From an optimization exercise on the open Yosys and OpenROAD flow, aimed at a short achievable clock period and few clock cycles; shortcuts taken in it are not production practice. Only simulation tests tie the RTL to the original design; equivalence was not proved.

## before
==> flow/design.v <==
package cache_pkg;
	typedef logic [16-1:0]   word_t;
	typedef logic [9-1:0]    tag_t;
	typedef logic [3-1:0]  index_t;
	typedef logic [3-1:0] offset_t;
	typedef union packed {
		word_t [8-1:0]          words;
		logic [(8 * 16)/8-1:0][7:0]        bytes;
	} line_u;
	typedef struct packed {
		logic                     valid;    
		logic                     write;
		logic [16-1:0] addr;
		word_t                    wdata;
		logic [1:0]               byte_en;  
	} cpu_req_t;
	typedef struct packed {
		logic  valid;
		word_t rdata;     
	} cpu_rsp_t;
	typedef struct packed {
		logic                     valid;
		logic                     write;    
		logic [16-1:0] addr;     
		line_u                    data;
	} pmem_req_t;
	typedef struct packed {
		logic  ack;
		line_u data;      
	} pmem_rsp_t;
	typedef struct packed {
		logic                   load_req;
		logic [2-1:0] way_we;
		logic                   fill_sel;   
		logic                   dirty_in;
		logic                   wb_way;
	} dp_ctrl_t;
	typedef struct packed {
		logic [2-1:0] hit;
		logic [2-1:0] valid;
		logic [2-1:0] dirty;
		logic                   req_write;
		index_t                 req_index;
	} dp_status_t;
endpackage
`timescale 1ns/1ps
module cache_top (
	input  logic                      clk,
	input  logic                      rst_n,
	input  logic                      cpu_req_valid,
	input  logic                      cpu_req_write,
	input  logic [16-1:0]  cpu_req_addr,
	input  logic [16-1:0]  cpu_req_wdata,
	input  logic [1:0]                cpu_req_byte_en,
	output logic                      cpu_rsp_valid,
	output logic [16-1:0]  cpu_rsp_rdata,
	output logic                      credit,
	output logic                      pmem_req_valid,
	output logic                      pmem_req_write,
	output logic [16-1:0]  pmem_req_addr,
	output logic [(8 * 16)-1:0]  pmem_req_data,
	input  logic                      pmem_rsp_ack,
	input  logic [(8 * 16)-1:0]  pmem_rsp_data
);
	localparam int LW = (8 * 16);
	localparam int TW = 9;
	localparam int NS = (1 << 3);
	typedef enum logic [1:0] {
		S_IDLE,      
		S_WB,        
		S_FILL,      
		S_COMMIT     
	} state_e;
	state_e state_q;
	logic [LW-1:0] data_q [2][NS];
	logic [TW-1:0] tag_q  [2][NS];
	logic [NS-1:0] valid_q [2];
	logic [NS-1:0] dirty_q [2];
	logic [NS-1:0] lru_q;           
	logic          req_write_q;
	logic [15:0]   req_addr_q;
	logic [15:0]   req_wdata_q;
	logic [1:0]    req_be_q;
	logic          way_q;           
	logic          rsp_q;
	logic          credit_q;
	logic [15:0]   rdata_q;
	logic          pv_q;
	logic          pw_q;
	logic [11:0]   pa_q;
	logic [LW-1:0] pd_q;
	assign cpu_rsp_valid  = rsp_q;
	assign credit         = credit_q;
	assign cpu_rsp_rdata  = rdata_q;
	assign pmem_req_valid = pv_q;
	assign pmem_req_write = pw_q;
	assign pmem_req_addr  = {pa_q, 4'h0};
	assign pmem_req_data  = pd_q;
	logic [NS-1:0] vic_way;
	logic [NS-1:0] vic_dirty;
	logic [LW-1:0] vic_line [NS];
	logic [TW-1:0] vic_tag  [NS];
	always_comb begin
		for (int s = 0; s < NS; s++) begin
			if (!valid_q[0][s])      vic_way[s] = 1'b0;
			else if (!valid_q[1][s]) vic_way[s] = 1'b1;
			else                     vic_way[s] = lru_q[s];
			vic_dirty[s] = vic_way[s] ? (valid_q[1][s] && dirty_q[1][s])
			                          : (valid_q[0][s] && dirty_q[0][s]);
			vic_line[s]  = vic_way[s] ? data_q[1][s] : data_q[0][s];
			vic_tag[s]   = vic_way[s] ? tag_q[1][s] : tag_q[0][s];
		end
	end
	logic [TW-1:0] in_tag;
	logic [2:0]    in_idx;
	logic [2:0]    in_off;
	logic          idle;
	logic [NS-1:0] in_sel [2];      
	logic          in_hit0, in_hit1, in_hit;
	logic [15:0]   in_word;
	assign idle   = state_q == S_IDLE;
	assign in_tag = cpu_req_addr[15:7];
	assign in_idx = cpu_req_addr[6:4];
	assign in_off = cpu_req_addr[3:1];
	logic [63:0]   in_dsel;         
	logic [15:0]   in_wword [2];
	always_comb begin
		for (int d = 0; d < 64; d++) begin
			in_dsel[d] = (in_idx == 3'(d / 8)) && (in_off == 3'(d % 8));
		end
		for (int w = 0; w < 2; w++) begin
			in_wword[w] = '0;
			for (int d = 0; d < 64; d++) begin
				in_wword[w] = in_wword[w] | ({16{in_dsel[d]}} & data_q[w][d / 8][(d % 8)*16 +: 16]);
			end
			for (int s = 0; s < NS; s++) begin
				in_sel[w][s] = valid_q[w][s] && (tag_q[w][s] == in_tag) && (in_idx == 3'(s));
			end
		end
	end
	assign in_word = in_hit1 ? in_wword[1] : in_wword[0];
	assign in_hit0 = |in_sel[0];
	assign in_hit1 = |in_sel[1];
	assign in_hit  = in_hit0 || in_hit1;
	logic [TW-1:0] r_tag;
	logic [2:0]    r_idx;
	logic [2:0]    r_off;
	assign r_tag = req_addr_q[15:7];
	assign r_idx = req_addr_q[6:4];
	assign r_off = req_addr_q[3:1];
	always_ff @(posedge clk or negedge rst_n) begin
		if (!rst_n) begin
			state_q  <= S_IDLE;
			rsp_q    <= 1'b0;
			credit_q <= 1'b0;
			pv_q     <= 1'b0;
		end else begin
			rsp_q    <= 1'b0;
			credit_q <= 1'b0;
			case (state_q)
				S_IDLE: begin
					if (cpu_req_valid) begin
						if (in_hit) begin
							rsp_q    <= 1'b1;
							credit_q <= 1'b1;
							state_q  <= S_COMMIT;
						end else begin
							pv_q     <= 1'b1;
							state_q  <= vic_dirty[in_idx] ? S_WB : S_FILL;
						end
					end
				end
				S_WB: begin
					if (pmem_rsp_ack) state_q <= S_FILL;
				end
				S_FILL: begin
					if (pmem_rsp_ack) begin
						pv_q     <= 1'b0;
						rsp_q    <= 1'b1;
						credit_q <= 1'b1;
						state_q  <= S_COMMIT;
					end
				end
				S_COMMIT: begin
					state_q <= S_IDLE;
				end
				default: state_q <= S_IDLE;
			endcase
		end
	end
	logic wb_open;
	assign wb_open = state_q == S_WB && !pmem_rsp_ack;
	always_ff @(posedge clk) begin
		rdata_q <= (state_q == S_FILL) ? pmem_rsp_data[r_off*16 +: 16] : in_word;
		pd_q    <= idle ? vic_line[in_idx] : vic_line[r_idx];
		if (idle) begin
			req_write_q <= cpu_req_write;
			req_addr_q  <= cpu_req_addr;
			req_wdata_q <= cpu_req_wdata;
			req_be_q    <= cpu_req_byte_en;
			way_q       <= in_hit ? in_hit1 : vic_way[in_idx];
			pw_q        <= vic_dirty[in_idx];
			pa_q        <= vic_dirty[in_idx] ? {vic_tag[in_idx], in_idx} : cpu_req_addr[15:4];
		end else begin
			pw_q        <= wb_open;
			pa_q        <= wb_open ? {vic_tag[r_idx], r_idx} : req_addr_q[15:4];
		end
	end
	logic [NS-1:0] sel [2];
	logic [15:0]   wr_byte;         
	for (genvar w = 0; w < 2; w++) begin : g_sel
		for (genvar s = 0; s < NS; s++) begin : g_set
			assign sel[w][s] = (way_q == w[0]) && (r_idx == s[2:0]);
		end
	end
	for (genvar k = 0; k < 16; k++) begin : g_byte
		assign wr_byte[k] = req_write_q && req_be_q[k % 2] && (r_off == 3'(k / 2));
	end
	logic fill_we;
	assign fill_we = state_q == S_FILL && pmem_rsp_ack;
	logic [NS-1:0] csel_q [2];
	always_ff @(posedge clk or negedge rst_n) begin
		if (!rst_n) begin
			csel_q[0] <= '0;
			csel_q[1] <= '0;
		end else begin
			for (int w = 0; w < 2; w++) begin
				for (int s = 0; s < NS; s++) begin
					csel_q[w][s] <= (idle && cpu_req_valid && in_sel[w][s]) || (fill_we && sel[w][s]);
				end
			end
		end
	end
	always_ff @(posedge clk) begin
		for (int w = 0; w < 2; w++) begin
			for (int s = 0; s < NS; s++) begin
				if (fill_we && sel[w][s]) begin
					data_q[w][s] <= pmem_rsp_data;
					tag_q[w][s]  <= r_tag;
				end
				if (csel_q[w][s]) begin
					for (int k = 0; k < 16; k++) begin
						if (wr_byte[k]) data_q[w][s][k*8 +: 8] <= req_wdata_q[(k % 2)*8 +: 8];
					end
				end
			end
		end
	end
	always_ff @(posedge clk or negedge rst_n) begin
		if (!rst_n) begin
			valid_q[0] <= '0;
			valid_q[1] <= '0;
			dirty_q[0] <= '0;
			dirty_q[1] <= '0;
		end else begin
			for (int w = 0; w < 2; w++) begin
				for (int s = 0; s < NS; s++) begin
					if (fill_we && sel[w][s]) begin
						valid_q[w][s] <= 1'b1;
						dirty_q[w][s] <= 1'b0;
					end
					if (csel_q[w][s] && req_write_q) dirty_q[w][s] <= 1'b1;
				end
			end
		end
	end
	always_ff @(posedge clk or negedge rst_n) begin
		if (!rst_n) begin
			lru_q <= '0;
		end else if (state_q == S_COMMIT) begin
			lru_q[r_idx] <= !way_q;
		end
	end
endmodule
==> flow/config.mk <==
export PLATFORM = sky130hd
export DESIGN_NAME = cache_top
export DESIGN_NICKNAME = cache_top
export VERILOG_FILES = /design/flow/design.v
export SDC_FILE = /design/flow/constraint.sdc
export NUM_CORES = 4
export LEC_CHECK = 0
export ABC_CLOCK_PERIOD_IN_PS = 1500
export CAP_MARGIN = 20
export CORE_MARGIN = 2
export CORE_UTILIZATION = 40
export CTS_CLUSTER_DIAMETER = 150
export CTS_CLUSTER_SIZE = 40
export SETUP_SLACK_MARGIN = 4.1
export SLEW_MARGIN = 20
==> flow/constraint.sdc <==
create_clock -name core_clock -period 7.0 [get_ports {clk}]
set_input_delay 1.4000 -clock core_clock [delete_from_list [all_inputs] [get_ports {clk}]]
set_output_delay 1.4000 -clock core_clock [all_outputs]
set_load 0.01 [all_outputs]
run.sh (not shown) runs the stock make flow with config.mk's settings and CLKGATE_MAP_FILE= SYNTH_SCRIPT=/design/flow/synth_recipe.tcl, a recipe that flattens the netlist after the stock synthesis.
Flow for before halted at 5_1_grt, error code GRT-0232.
Testbench counts of before, summed over its fixed seeds: cycles 79,926.
The following lists how after was set up differently from before:
diff --git a/flow/config.mk b/flow/config.mk
--- a/flow/config.mk
+++ b/flow/config.mk
@@ -9,5 +9,5 @@
 export CAP_MARGIN = 20
 export CORE_MARGIN = 2
-export CORE_UTILIZATION = 40
+export CORE_UTILIZATION = 55
 export CTS_CLUSTER_DIAMETER = 150
 export CTS_CLUSTER_SIZE = 40
The log for after ends in 5_1_grt with error GRT-0116, so the run never completed. NOTE: half-perimeter wire length after placement in after falls short of that of before. Taking before as the reference, in after vertical die dimension down 15%; instance area at placement down 2.4%.
